What follows belongs to an exercise in optimizing a design on an open flow for small area; a production flow would make more cautious choices.
Only simulation tests tie the RTL to the original design; equivalence was not proved.
No activity file was given, so power comes from the tool's default toggle rates.

## flow/design.v (module list and top-level ports; edited modules follow where they fit)
// module dru_fa: 4 lines
// module dru_ha: 4 lines
// module dru_gp: 4 lines
// module dru_g: 3 lines
// module decimal_rounding_unit_core: 1410 lines
module decimal_rounding_unit_core (
  input  logic        clk_i,
  input  logic        rst_ni,
  input  logic        start_i,
  output logic        busy_o,
  input  logic [50:0] in_i,
  output logic        done_o,
  output logic [48:0] result_o,
  input  logic        cfg_we_i,
  input  logic [2:0]  cfg_data_i
);
  // ...
==> flow/run.sh <==
#!/bin/bash
# synth_recipe.tcl (not shown) runs the flow's synth.tcl, then flattens the netlist and writes it again
# the make line also repeats each setting of config.mk as NAME=value (left out here)
make -C /OpenROAD-flow-scripts/flow DESIGN_CONFIG=/design/flow/config.mk WORK_HOME=/design/flow/orfs CLKGATE_MAP_FILE= SYNTH_SCRIPT=/design/flow/synth_recipe.tcl finish
==> flow/config.mk <==
export PLATFORM = sky130hd
export DESIGN_NAME = decimal_rounding_unit_core
export DESIGN_NICKNAME = decimal_rounding_unit_core
export VERILOG_FILES = /design/flow/design.v
export SDC_FILE = /design/flow/constraint.sdc
export NUM_CORES = 4
export LEC_CHECK = 0
export CAP_MARGIN = 20
export CORE_MARGIN = 2
export CORE_UTILIZATION = 40
export CTS_BUF_LIST = sky130_fd_sc_hd__clkbuf_4 sky130_fd_sc_hd__clkbuf_8
export GPL_TIMING_DRIVEN = 0
export SETUP_SLACK_MARGIN = 0.1
export SLEW_MARGIN = 20
export SYNTH_HIERARCHICAL = 1
==> flow/constraint.sdc <==
create_clock -name core_clock -period 6.0 [get_ports {clk_i}]
set_input_delay 1.2000 -clock core_clock [delete_from_list [all_inputs] [get_ports {clk_i}]]
set_output_delay 1.2000 -clock core_clock [all_outputs]
set_load 0.01 [all_outputs]
==> impl_metrics.csv, run 1 <==
group,metric,value,unit
status,status,"complete, no violations",
cells_and_area,buf_share,8.41,%
cells_and_area,nFillCells,4836,
clocking,post-cts-setup-buffers,12,
global_routing,grt_pass1_vias,17940,
placed_design,port-buffer-count,107,
critical_path,crit_path_end,"vc_e",
power,power.leakage,11.0,nW
cells_and_area,nClkBuffers,70,
floorplanning,rows,83,
clocking,ctsHoldBuffers,0,
placed_design,place_area,22500,sq um
synthesis,syn_area_per_cell,9.83,sq um
hold_path,worstHoldPathCells,0,
critical_path,r2r-start,"vb_t[6]",
synthesis,yosysWarnings,7,
power,swShare,46.8,%
cells_and_area,n_sequential_cell,284,
global_routing,gr-total-overflow,0,
critical_path,timing.rr.end,"vc_e",
floorplanning,die_x,231,microns
placed_design,dp_worst_setup_slack,-1.65,ns
critical_path,cp-end-kind,"flip-flop",
cells_and_area,final_common_cell,"dfxtp_1",
clocking,cts_buffers,46,
hold_path,min_from,"vb_v[32]",
routing,routed_via_density,5.88,
timing,fin_crit,5.84,ns
routing,top_layer,"met4",
clocking,cts-root-buf,"clkbuf_8",
timing,whs,0.313,ns
clocking,clkTransAtPathRegs,0.06,ns
==> inputs of run 2 (changes only) <==
--- a/flow/config.mk
+++ b/flow/config.mk
@@ -9,5 +9,4 @@
 export CORE_MARGIN = 2
 export CORE_UTILIZATION = 40
-export CTS_BUF_LIST = sky130_fd_sc_hd__clkbuf_4 sky130_fd_sc_hd__clkbuf_8
 export GPL_TIMING_DRIVEN = 0
 export SETUP_SLACK_MARGIN = 0.1
==> impl_metrics.csv, run 2 <==
group,metric,value,unit
status,status,"complete, no violations",
clocking,clkTransAtPathRegs,0.06,ns
timing,finalHoldViolations,0,
timing,rsz0062_at_grt,"yes",
critical_path,reg2regPathDepth,21,
critical_path,crit_path_frequent_cell,"nor2_1",
power,net-switching-power,0.00684,W
cells_and_area,multi_input_area,14300,sq um
clocking,cts_tree,"built",
global_routing,grt_max_degree,16,
critical_path,crit_path_end,"vc_e",
synthesis,yosysWarnings,7,
timing,whs,0.321,ns
cells_and_area,final_cell_mix,"dfxtp_1 (261), fa_1 (217), a21o_1 (153)",
power,powerDensity,601,nW/um^2
routing,drc_errors,0,
cells_and_area,area_growth,19.0,%
floorplanning,start_util,40.2,%
routing,finalWirelength,73.7,mm
clocking,cts_buffers,29,
synthesis,netlist_area,20500,sq um
timing,worst_slack,0.181,ns
hold_path,min_path_type,"reg -> reg",
clocking,cts_buffer_depth,3,
critical_path,r2r-start,"vb_t[6]",
critical_path,critPathMaxFanout,10,
power,power.leakage,11.0,nW
global_routing,grt_usage,27.6,%
cells_and_area,final_area,24400,sq um
power,power.total,0.0147,W
floorplanning,core,51000,sq um
routing,routedWlPerCell,24.8,microns
routing,first_iter_violations,1489,
placed_design,place_congestion,0.999,
timing,tightest_slew,1.13,ns
critical_path,timing.rr.end,"vc_e",
cells_and_area,nets,2659,
clocking,clock-sinks,284,
critical_path,cp-end-kind,"flip-flop",
routing,routed_via_density,5.86,
floorplanning,die_x,231,microns
cells_and_area,nFillCells,4819,
critical_path,worst_path_dominant_cell_family,"simple AND/OR/NAND/NOR gates",
timing,fin_crit,5.82,ns
placed_design,dp_worst_setup_slack,-1.65,ns
timing,fmax,172,MHz
power,clockPowerShare,13.0,%
cells_and_area,seq_area,5760,sq um
timing,fin_crit_sh,97.0,%
timing,skew,0.00845,ns
placed_design,place_area,22500,sq um
critical_path,cp_slowest_cell,"or4b_2",
critical_path,arrival,6.27,ns
power,p_seq_share,19.5,%
routing,num_vias,17442,
clocking,cts-root-buf,"clkbuf_16",
placed_design,port-buffer-count,107,
critical_path,startpoint_type,"flip-flop",
floorplanning,ioPinCount,109,
placed_design,post-dp-hpwl,58.5,mm
clocking,ctsHoldBuffers,0,
critical_path,crit_path_start,"vb_t[6]",
floorplanning,rows,83,
routing,drtPass1Iterations,5,
synthesis,synthesis.instances,2087,
critical_path,rrSetupSlack,0.18,ns
clocking,clk_latency,0.56,ns
critical_path,path_cells,"buf_4, buf_6, o21a_1, nor2_1, or4b_2, o2111ai_2, nand2_1, a22oi_2, a21bo_4, nand2_8, ha_2, buf_6, buf_4, nor2_1, nor2_1, a221oi_1, nor4_1, or4_1, or4_4, or4_4, nor4_4",
global_routing,grt_pass1_vias,17854,
synthesis,syn_area_per_cell,9.83,sq um
placed_design,dp.cells,2897,
critical_path,crit_cells,21,
power,swShare,46.5,%
power,p_int,0.00785,W
floorplanning,die_y,231,microns
clocking,cts.htree.levels,1,
cells_and_area,final_common_cell,"dfxtp_1",
critical_path,slowest_delay,0.61,ns
global_routing,grt_antenna_before_repair,5,
timing,slew_violations,0,
routing,ant_nets,0,
hold_path,worstHoldPathCells,0,
timing,slew_headroom,24.4,%
global_routing,grt_pass1_wl,111,mm
power,ir_drop,0.000686,V
global_routing,gr-total-overflow,0,
critical_path,path_buf_inv,4,
flow_run,maxCapViolCount,0,
floorplanning,die_area,53100,sq um
cells_and_area,reg.largest.list,"va_v: 48 flops, vb_v: 48 flops, vc_v: 48 flops",
cells_and_area,layout-drive-gt1-share,11.9,%
timing,setup_viol,0,
power,combPwrFrac,67.4,%
critical_path,path_class,"reg -> reg",
critical_path,critPathRequiredTime,6.46,ns
cells_and_area,layout.cells.non_filler,2974,
## run 2: metal layers
layer / wire [microns] / GRT usage [%]
met5: 0 / 0
met4: 4150 / 13.0
met3: 5170 / 3.99
met2: 35300 / 46.9
met1: 29100 / 34.4
## run 2: how the worst min path moves through the flow
stage | startpoint | endpoint
6_report | va_v[33] | vb_v[33]
5_1_grt | vb_v[45] | vc_v[45]
4_1_cts | vb_v[10] | vc_v[10]
3_5_place_dp | va_md[1] | vb_md[1]
3_3_place_gp | va_v[39] | vb_v[39]
2_1_floorplan | va_md[0] | vb_md[0]
## run 2: power groups by stage
stage	sequential, W	combinational [W]	clock, W
after floorplan	0.00263	0.00670	0
after global placement	0.00287	0.00930	0
after detailed placement	0.00287	0.00935	0
after CTS	0.00284	0.00971	0.00197
after global routing	0.00289	0.0109	0.00205
final	0.00287	0.00990	0.00192
## run 2: through the flow
step           utilization [%]  setup TNS [ns]
3_5_place_dp              44.2          -23.61
6_report                  47.9               0
5_1_grt                   47.9               0
4_1_cts                   47.2               0
2_1_floorplan                -               0
3_3_place_gp              44.2          -25.32
## run 2: area by class of cell
| type | instances | share of cell area (%) |
|---|---|---|
| Clock buffer | 33 | 3.07 |
| Sequential cell | 284 | 23.6 |
| Multi-Input combinational cell | 1605 | 58.6 |
| Clock inverter | 18 | 1.12 |
| Timing Repair Buffer | 134 | 5.31 |
| Inverter | 91 | 1.46 |
| Tap cell | 680 | 3.48 |
| Antenna cell | 1 | 0.0102 |
| Buffer | 128 | 3.34 |
## run 2: repair_timing
| item | in CTS | in global routing |
|---|---|---|
| pin swaps | 10 | 22 |
| setup endpoints to repair | 36 | 14 |
| cloned | 0 | 1 |
| buffers inserted | 11 | 16 |
| gates resized for setup | 151 | 86 |
==> inputs of run 3 (changes only) <==
--- a/flow/config.mk
+++ b/flow/config.mk
@@ -9,5 +9,4 @@
 export CORE_MARGIN = 2
 export CORE_UTILIZATION = 40
-export GPL_TIMING_DRIVEN = 0
 export SETUP_SLACK_MARGIN = 0.1
 export SLEW_MARGIN = 20
==> impl_metrics.csv, run 3 <==
group,metric,value,unit
routing,ant_nets,0,
cells_and_area,final_area,24900,sq um
timing,rsz0062_at_grt,"no",
clocking,cts.htree.levels,1,
placed_design,place_congestion,1.04,
hold_path,min_path_type,"reg -> reg",
power,clockPowerShare,13.3,%
critical_path,reg2regPathDepth,19,
placed_design,place_area,23800,sq um
routing,routed_via_density,5.75,
global_routing,grt_usage,26.4,%
critical_path,crit_path_start,"ks[3]",
routing,drc_errors,0,
synthesis,synthesis.instances,2087,
power,ir_drop,0.000759,V
routing,finalWirelength,70.2,mm
timing,fin_crit,5.61,ns
critical_path,critPathRequiredTime,6.48,ns
routing,first_iter_violations,1509,
floorplanning,die_area,53100,sq um
power,p_int,0.00836,W
critical_path,cp_slowest_cell,"fa_1",
synthesis,yosysWarnings,7,
flow_run,maxCapViolCount,0,
global_routing,gr-total-overflow,0,
global_routing,grt.met1_usage,34.5,%
timing,slew_headroom,30.4,%
cells_and_area,fin_util,48.9,%
critical_path,slowest_delay,0.59,ns
power,power.leakage,11.5,nW
synthesis,netlist_area,20500,sq um
global_routing,grt_max_degree,44,
hold_path,worstHoldPathCells,0,
critical_path,cp-end-kind,"flip-flop",
global_routing,grt_antenna_before_repair,2,
critical_path,startpoint_type,"flip-flop",
floorplanning,ioPinCount,109,
critical_path,arrival,6.08,ns
clocking,post-cts-setup-buffers,0,
hold_path,min_from,"vb_v[8]",
power,p_seq_share,19.5,%
cells_and_area,layout-drive-gt1-share,14.1,%
critical_path,crit_path_frequent_cell,"a21o_1",
timing,setup_viol,0,
clocking,clk_latency,0.59,ns
clocking,cts_tree,"built",
timing,fmax,178,MHz
floorplanning,die_y,231,microns
timing,slew_violations,0,
global_routing,use_met2,43.9,%
critical_path,path_cells,"buf_12, inv_1, buf_12, nand2_1, buf_4, nor2_1, buf_4, o211ai_1, fa_1, fa_1, fa_1, ha_1, a21o_1, a21o_1, a21o_1, a21o_1, a21o_1, a21o_1, xor2_1",
placed_design,port-buffer-count,107,
cells_and_area,reg.largest.list,"va_v: 48 flops, vb_v: 48 flops, vc_v: 48 flops",
floorplanning,rows,83,
power,net-switching-power,0.00677,W
status,status,"complete, no violations",
timing,whs,0.313,ns
cells_and_area,area_growth,21.6,%
global_routing,grt.busiest_layer,"met2",
cells_and_area,nets,2744,
critical_path,path_class,"reg -> reg",
timing,fin_crit_sh,93.4,%
synthesis,syn_area_per_cell,9.83,sq um
clocking,cts_buffers,30,
cells_and_area,final_cell_mix,"dfxtp_1 (274), buf_4 (233), fa_1 (217)",
routing,drtPass1Iterations,6,
global_routing,grt_pass1_vias,18121,
global_routing,grt_pass1_wl,108,mm
floorplanning,start_util,40.2,%
critical_path,timing.rr.end,"vb_t[20]",
cells_and_area,final_common_cell,"dfxtp_1",
timing,skew,0.0186,ns
clocking,cts-root-buf,"clkbuf_16",
power,swShare,44.7,%
critical_path,rrSetupSlack,0.39,ns
power,power.total,0.0151,W
clocking,cts_buffer_depth,3,
timing,finalHoldViolations,0,
timing,tightest_slew,1.03,ns
critical_path,r2r-start,"ks[3]",
critical_path,path_buf_inv,5,
floorplanning,core,51000,sq um
placed_design,post-dp-hpwl,57.0,mm
power,combPwrFrac,67.2,%
floorplanning,die_x,231,microns
clocking,clkTransAtPathRegs,0.06,ns
routing,routedWlPerCell,22.9,microns
critical_path,critPathMaxFanout,33,
critical_path,worst_path_dominant_cell_family,"adder cells",
routing,num_vias,17639,
clocking,clock-sinks,284,
hold_path,hold_end,"vc_v[8]",
power,powerDensity,607,nW/um^2
global_routing,grt_use_met3,3.57,%
-- run 3: changes by cell type in the layout (fill, tap and decap cells not counted), sizes merged, moves of 2 or more --
cell	delta
buf	+168
diode	+2
inv	+3
clkbuf	-78
clkinvlp	-2
clkdlybuf4s50	+3
dlymetal6s2s	-3
-- run 3: worst max-delay path by stage --
stage / end / slack (ns) / depth (start not counted)
4_1_cts: vb_t[20] / 0.48 / 19
2_1_floorplan: vc_e / 0.37 / 23
6_report: vb_t[20] / 0.39 / 19
3_5_place_dp: va_s1[14] / -0.03 / 15
5_1_grt: vc_e / 0.15 / 21
3_3_place_gp: va_s1[14] / -0.04 / 15
-- run 3: power groups by stage --
stage                     clock, W  combinational [W]  sequential [W]
after floorplan                  0            0.00670         0.00263
after global placement           0             0.0101         0.00297
after detailed placement         0             0.0101         0.00298
after CTS                  0.00206             0.0102         0.00294
after global routing       0.00214             0.0112         0.00299
final                      0.00201             0.0102         0.00296
-- run 3: per-stage QoR --
stage / setup WS [ns] / std cells / TNS (ns)
6_report: 0.394 / 3065 / 0
5_1_grt: 0.151 / 3062 / 0
4_1_cts: 0.481 / 3062 / 0
3_5_place_dp: -0.0270 / 3006 / -0.0372
3_3_place_gp: -0.0388 / 3006 / -0.0654
2_1_floorplan: 0.373 / 2110 / 0
-- run 3: layout make-up --
type	instances	area, sq um
sequential	284	5740
fill	4712	26000
inverter	91	347
timing repair buffer	347	2960
clock buffer	38	811
tap	680	851
antenna	3	7.51
clock inverter	18	274
multi-input combinational	1604	14000
-- run 3: layer usage --
layer	vias to the layer above	share of wire, %
li1	7961	-
met1	8662	42
met2	831	47
met3	185	6.7
met4	0	4.4
met5	-	0
-- run 3: repair_timing --
item	in CTS	in global routing
setup endpoints to repair	0	2
hold buffers	0	0
gates resized for setup	0	2

[afterwards: timing with drivers on the ports]
No port has a modelled driver above. Below, the same layouts with a new extraction and two added sets of constraints. Step 1 (the two cells are an assumption about what drives the block):
set clk [get_ports {clk_i}]
set_driving_cell -lib_cell sky130_fd_sc_hd__clkbuf_16 $clk
set_driving_cell -lib_cell sky130_fd_sc_hd__buf_2 [delete_from_list [all_inputs] $clk]
Step 2 adds t to the input delays and takes it off the output delays; t is the mean of the earliest and latest rising clock arrival at the registers after step 1. Input paths then give back, and output paths get back, about the clock's delay inside the block. Slacks: ideal ports / drivers / drivers and shift; pairs: ideal ports / drivers.
| run | shift t [ns] | setup slack, ns | cell pins on the clock port's net |
|---|---|---|---|
| run 1 | 0.643 | 0.163 / 0.163 / -0.380 | 1 |
| run 2 | 0.617 | 0.181 / 0.181 / -0.296 | 1 |
| run 3 | 0.636 | 0.394 / 0.394 / -0.044 | 1 |
Met with ideal ports but missed after step 2: setup timing in every run listed. For run 1, which loses most, drivers alone change the setup slack by 0.000 ns; drivers and shift together by -0.543 ns.
